This is an optimization exercise on Yosys and OpenROAD, whose aim is small area, a short achievable clock period and few clock cycles per item, not a production implementation.
Where RTL was checked, it was by simulation tests only, not by an equivalence proof against the original.
Power and IR drop assume default switching activity.

Setup of v43:
==> flow/design.v (excerpt) <==
module conv_top (
    input  logic        clk,
    input  logic        reset,
    input  logic [7:0]  in_data,
    input  logic [3:0]  in_user,
    input  logic        in_valid,
    output logic        in_ready,
    output logic [20:0] out_data,
    output logic        out_valid,
    input  logic        out_ready
);
export LEC_CHECK = 0
export ABC_CLOCK_PERIOD_IN_PS = 3000
export CAP_MARGIN = 20
export CORE_MARGIN = 2
export CORE_UTILIZATION = 40
export CTS_CLUSTER_DIAMETER = 120
export CTS_CLUSTER_SIZE = 20
export SLEW_MARGIN = 20
create_clock -name core_clock -period 9.0 [get_ports {clk}]
standard.sh (not shown) runs the stock make flow with config.mk's settings and CLKGATE_MAP_FILE= SYNTH_SCRIPT=/design/flow/synth_recipe.tcl, a recipe that flattens the netlist after the stock synthesis.
==> flow/flow/run.sh <==
#!/bin/bash
# The standard layout with two changes: Yosys's synth runs without its
# quick ABC pass (-noabc), so the full adders it extracts keep their polarity
# and need fewer inverters (ORFS's own ABC mapping still runs afterwards), and
# timing repair aims at a 3.1 ns path instead of 4 ns. The clock period and
# constraints stay the design's.
set -euo pipefail
W=$(pwd)
sed 's/yosys synth -nofsm -noshare /yosys synth -nofsm -noshare -noabc /' synth_recipe.tcl > "$W/noabc_synth.tcl"
sed "s#SYNTH_SCRIPT=[^ ]*#SYNTH_SCRIPT=$W/noabc_synth.tcl#" standard.sh > "$W/noabc_standard.sh"
grep -q "SYNTH_SCRIPT=$W/noabc_synth.tcl" "$W/noabc_standard.sh"
export SETUP_SLACK_MARGIN=5.9
bash "$W/noabc_standard.sh" > standard.log 2>&1
v43 completed; timing, DRC and antenna clean
Testbench counts of v43, summed over its fixed seeds: cycles 10,425, frames 128.
[inputs] v2 vs v43
# v43
export LEC_CHECK = 0
export ABC_CLOCK_PERIOD_IN_PS = 3000
export CAP_MARGIN = 20
export CORE_MARGIN = 2
export CORE_UTILIZATION = 40
export CTS_CLUSTER_DIAMETER = 120
export CTS_CLUSTER_SIZE = 20
export SLEW_MARGIN = 20
create_clock -name core_clock -period 9.0 [get_ports {clk}]
# v2
export LEC_CHECK = 0
export ABC_CLOCK_PERIOD_IN_PS = 3000
export CAP_MARGIN = 20
export CORE_MARGIN = 2
export CORE_UTILIZATION = 40
export CTS_CLUSTER_DIAMETER = 120
export CTS_CLUSTER_SIZE = 20
export SLEW_MARGIN = 20
export TNS_END_PERCENT = 20
create_clock -name core_clock -period 9.0 [get_ports {clk}]
diff --git a/flow/flow/run.sh b/flow/flow/run.sh
--- a/flow/flow/run.sh
+++ b/flow/flow/run.sh
@@ -4,3 +4,3 @@
 # and need fewer inverters (ORFS's own ABC mapping still runs afterwards), and
-# timing repair aims at a 3.1 ns path instead of 4 ns. The clock period and
+# timing repair aims at a 3 ns path instead of 4 ns. The clock period and
 # constraints stay the design's.
@@ -11,3 +11,3 @@
 grep -q "SYNTH_SCRIPT=$W/noabc_synth.tcl" "$W/noabc_standard.sh"
-export SETUP_SLACK_MARGIN=5.9
+export SETUP_SLACK_MARGIN=6
 bash "$W/noabc_standard.sh" > standard.log 2>&1
## What came out
The antenna diode count of v2 exceeds that of v43 by 1.
Of v43 and v2, the run reporting the lower register-to-register slack was v2.
Relative to v43, the area occupied by multi-input gates measured on v2 has increased slightly.
Worst max-slew margin expressed relative to the limit in v2 is 13 points above v43.
Diff v2..v43 | total die area | unchanged
Diff v43 -> v2 | static leakage | up slightly
Relative to v43, the cell area of v2 is higher by 0.79%.
v2 vs v43: total of clock buffers placed in the layout up
Total placed instance area: v2 vs v43, no meaningful difference
Edits applied to the flow inputs when going from v2 to v57:
# v2
export LEC_CHECK = 0
export ABC_CLOCK_PERIOD_IN_PS = 3000
export CAP_MARGIN = 20
export CORE_MARGIN = 2
export CORE_UTILIZATION = 40
export CTS_CLUSTER_DIAMETER = 120
export CTS_CLUSTER_SIZE = 20
export SLEW_MARGIN = 20
export TNS_END_PERCENT = 20
create_clock -name core_clock -period 9.0 [get_ports {clk}]
# v57
export LEC_CHECK = 0
export ABC_CLOCK_PERIOD_IN_PS = 3000
export CAP_MARGIN = 20
export CORE_MARGIN = 2
export CORE_UTILIZATION = 40
export CTS_CLUSTER_DIAMETER = 120
export CTS_CLUSTER_SIZE = 22
export SLEW_MARGIN = 20
create_clock -name core_clock -period 9.0 [get_ports {clk}]
diff --git a/flow/flow/run.sh b/flow/flow/run.sh
--- a/flow/flow/run.sh
+++ b/flow/flow/run.sh
@@ -4,3 +4,3 @@
 # and need fewer inverters (ORFS's own ABC mapping still runs afterwards), and
-# timing repair aims at a 3 ns path instead of 4 ns. The clock period and
+# timing repair aims at a 3.1 ns path instead of 4 ns. The clock period and
 # constraints stay the design's.
@@ -11,3 +11,3 @@
 grep -q "SYNTH_SCRIPT=$W/noabc_synth.tcl" "$W/noabc_standard.sh"
-export SETUP_SLACK_MARGIN=6
+export SETUP_SLACK_MARGIN=5.9
 bash "$W/noabc_standard.sh" > standard.log 2>&1
Results
On v57: path depth of the worst reg2reg path is 1 lower than what v2 gave.
v57 ended with more smallest setup slack after layout than v2.
Post-route core utilization in v57 is 0.43 points lower than in v2
v57 reports a higher global-route wire length before repair than v2 does.
The post-CTS setup buffer count number comes out lower for v57 vs v2.
Here is what was changed in the inputs of v48 compared with v57.
# v57
export LEC_CHECK = 0
export ABC_CLOCK_PERIOD_IN_PS = 3000
export CAP_MARGIN = 20
export CORE_MARGIN = 2
export CORE_UTILIZATION = 40
export CTS_CLUSTER_DIAMETER = 120
export CTS_CLUSTER_SIZE = 22
export SLEW_MARGIN = 20
create_clock -name core_clock -period 9.0 [get_ports {clk}]
# v48
export LEC_CHECK = 0
export ABC_AREA = 1
export CAP_MARGIN = 20
export CORE_MARGIN = 2
export CORE_UTILIZATION = 40
export CTS_CLUSTER_DIAMETER = 120
export CTS_CLUSTER_SIZE = 20
export SLEW_MARGIN = 20
create_clock -name core_clock -period 9.0 [get_ports {clk}]
diff --git a/flow/flow/run.sh b/flow/flow/run.sh
--- a/flow/flow/run.sh
+++ b/flow/flow/run.sh
@@ -4,3 +4,3 @@
 # and need fewer inverters (ORFS's own ABC mapping still runs afterwards), and
-# timing repair aims at a 3.1 ns path instead of 4 ns. The clock period and
+# timing repair aims at a 3 ns path instead of 4 ns. The clock period and
 # constraints stay the design's.
@@ -11,3 +11,3 @@
 grep -q "SYNTH_SCRIPT=$W/noabc_synth.tcl" "$W/noabc_standard.sh"
-export SETUP_SLACK_MARGIN=5.9
+export SETUP_SLACK_MARGIN=6
 bash "$W/noabc_standard.sh" > standard.log 2>&1
Notes after the runs:
Hold path depth came out exactly the same in v57 and v48.
v48 ends up with higher total die area than v57 does.
Looking at worst-path cell with the longest stage delay, the sky130_fd_sc_hd__fa_2 result is from v48; the sky130_fd_sc_hd__dfxtp_1 one comes from v57.
Adder and majority cell fraction of the synthesized area (higher): v57
Wire length of the first global-routing pass of v48 exceeds that of v57 by a few percent.
~same maximum single-stage delay on the critical path in v57 and v48
The final reports for v48 and v57 show share of cells above drive strength 1 higher in the former.
For v32, these inputs were changed with respect to v48:
# v48
export LEC_CHECK = 0
export ABC_AREA = 1
export CAP_MARGIN = 20
export CORE_MARGIN = 2
export CORE_UTILIZATION = 40
export CTS_CLUSTER_DIAMETER = 120
export CTS_CLUSTER_SIZE = 20
export SLEW_MARGIN = 20
create_clock -name core_clock -period 9.0 [get_ports {clk}]
# v32
export LEC_CHECK = 0
export CAP_MARGIN = 20
export CORE_MARGIN = 2
export CORE_UTILIZATION = 40
export CTS_CLUSTER_DIAMETER = 120
export CTS_CLUSTER_SIZE = 20
export SLEW_MARGIN = 20
create_clock -name core_clock -period 9.0 [get_ports {clk}]
diff --git a/flow/flow/run.sh b/flow/flow/run.sh
--- a/flow/flow/run.sh
+++ b/flow/flow/run.sh
@@ -4,3 +4,3 @@
 # and need fewer inverters (ORFS's own ABC mapping still runs afterwards), and
-# timing repair aims at a 3 ns path instead of 4 ns. The clock period and
+# timing repair aims at a 3.1 ns path instead of 4 ns. The clock period and
 # constraints stay the design's.
@@ -11,3 +11,3 @@
 grep -q "SYNTH_SCRIPT=$W/noabc_synth.tcl" "$W/noabc_standard.sh"
-export SETUP_SLACK_MARGIN=6
+export SETUP_SLACK_MARGIN=5.9
 bash "$W/noabc_standard.sh" > standard.log 2>&1
## What came out
- v32: full flow OK, the timing, design-rule and antenna checks passed
- Against v48 as the reference, v32 delivers a lower worst hold slack.
- v48 has a higher global-route usage over all layers than v32.
- The storage element area on v32 is in line with that on v48.
- Compared with v48, v32 shows a count of clock buffers in the final design that is 4.1% higher.

---

== old ==
conv_top, a different RTL version from the one above (not shown whole).
Size: about 3400 cells after synthesis, ~780 flip-flops, ~39 I/O pins, ~44000 sq um of cells after synthesis.
==> flow/config.mk <==
export PLATFORM = sky130hd
export DESIGN_NAME = conv_top
export DESIGN_NICKNAME = conv_top
export VERILOG_FILES = /design/flow/design.v
export SDC_FILE = /design/flow/constraint.sdc
export NUM_CORES = 4
export LEC_CHECK = 0
export ABC_CLOCK_PERIOD_IN_PS = 3000
export CAP_MARGIN = 20
export CORE_MARGIN = 2
export CORE_UTILIZATION = 40
export SLEW_MARGIN = 20
==> flow/constraint.sdc <==
create_clock -name core_clock -period 9.0 [get_ports {clk}]
set_input_delay 1.8000 -clock core_clock [delete_from_list [all_inputs] [get_ports {clk}]]
set_output_delay 1.8000 -clock core_clock [all_outputs]
set_load 0.01 [all_outputs]
==> flow/flow/run.sh <==
#!/bin/bash
# The standard layout with two changes: Yosys's synth runs without its
# quick ABC pass (-noabc), so the full adders it extracts keep their polarity
# and need fewer inverters (ORFS's own ABC mapping still runs afterwards), and
# timing repair aims at a 3 ns path instead of 4 ns. The clock period and
# constraints stay the design's.
set -euo pipefail
W=$(pwd)
sed 's/yosys synth -nofsm -noshare /yosys synth -nofsm -noshare -noabc /' synth_recipe.tcl > "$W/noabc_synth.tcl"
sed "s#SYNTH_SCRIPT=[^ ]*#SYNTH_SCRIPT=$W/noabc_synth.tcl#" standard.sh > "$W/noabc_standard.sh"
grep -q "SYNTH_SCRIPT=$W/noabc_synth.tcl" "$W/noabc_standard.sh"
export SETUP_SLACK_MARGIN=6
bash "$W/noabc_standard.sh" > standard.log 2>&1
old finished every step from synthesis to the final layout, and the layout passed the timing, design-rule and antenna checks.
Input changes introduced in new (baseline for comparison: old):
-- flow/flow/run.sh --
<<< old, line 4
# and need fewer inverters (ORFS's own ABC mapping still runs afterwards), and
# timing repair aims at a 3 ns path instead of 4 ns. The clock period and
# constraints stay the design's.
>>> new, line 4
# and need fewer inverters (ORFS's own ABC mapping still runs afterwards), and
# timing repair aims at a 2 ns path instead of 4 ns. The clock period and
# constraints stay the design's.
<<< old, line 11
grep -q "SYNTH_SCRIPT=$W/noabc_synth.tcl" "$W/noabc_standard.sh"
export SETUP_SLACK_MARGIN=6
bash "$W/noabc_standard.sh" > standard.log 2>&1
>>> new, line 11
grep -q "SYNTH_SCRIPT=$W/noabc_synth.tcl" "$W/noabc_standard.sh"
export SETUP_SLACK_MARGIN=7
bash "$W/noabc_standard.sh" > standard.log 2>&1
new: no failed stages, no open violations at the end
Cmp old and new / initial antenna violation count / higher: new
Against old, new comes in 2.2% higher on placed wire-length estimate after detailed placement.
NOTE met3 wirelength from detailed routing old->new increased by more than 10%
Taking old as the reference, in new number of non-clock buffers in the layout went up by 287; total length of routed wires grew by 19%; highest achievable clock rate lost 0.0013 GHz; sequential-cell power consumption has increased.
In new, the number of instances resized during post-cts repair came out 160% above the value in old.
Changes observed in new relative to old: count of buffers added by post-CTS timing repair for setup rose by 161, clock buffer count in the final layout shrank by 11, clock network fraction of design power went down by 1.0 points.
No functional check of the RTL was part of any run of this note.

re-timing with driven ports:
The flow's constraints put no driver on any port. The routed layouts listed below were extracted and timed again, unchanged, in two steps. Step 1 sets driving cells, clkbuf_16 on the clock port and buf_2 on the other inputs (assumed; they add their load-dependent delay and slew). Step 2 moves the port delays by t, midway between the first and last clock arrival at a register: inputs arrive t later, outputs are due t later. That takes back most of the time a late clock gives input paths. Slacks: ideal ports / drivers / drivers and shift; pairs: ideal ports / drivers.
run	shift t [ns]	setup slack, ns	worst setup path after step 2	worst slew at a driven data input, ns
v43	0.681	5.892 / 5.892 / 5.305	input to register	0.06
v2	0.659	5.807 / 5.807 / 5.356	input to register	0.05
v57	0.667	5.879 / 5.879 / 5.309	input to register	0.06
v48	0.674	5.911 / 5.911 / 5.369	input to register	0.09
v32	0.681	5.892 / 5.892 / 5.305	input to register	0.06
old	0.717	5.873 / 5.873 / 5.385	input to register	0.06
new	0.758	5.860 / 5.860 / 5.395	input to register	0.26
After both steps setup and hold are still met in every run listed.
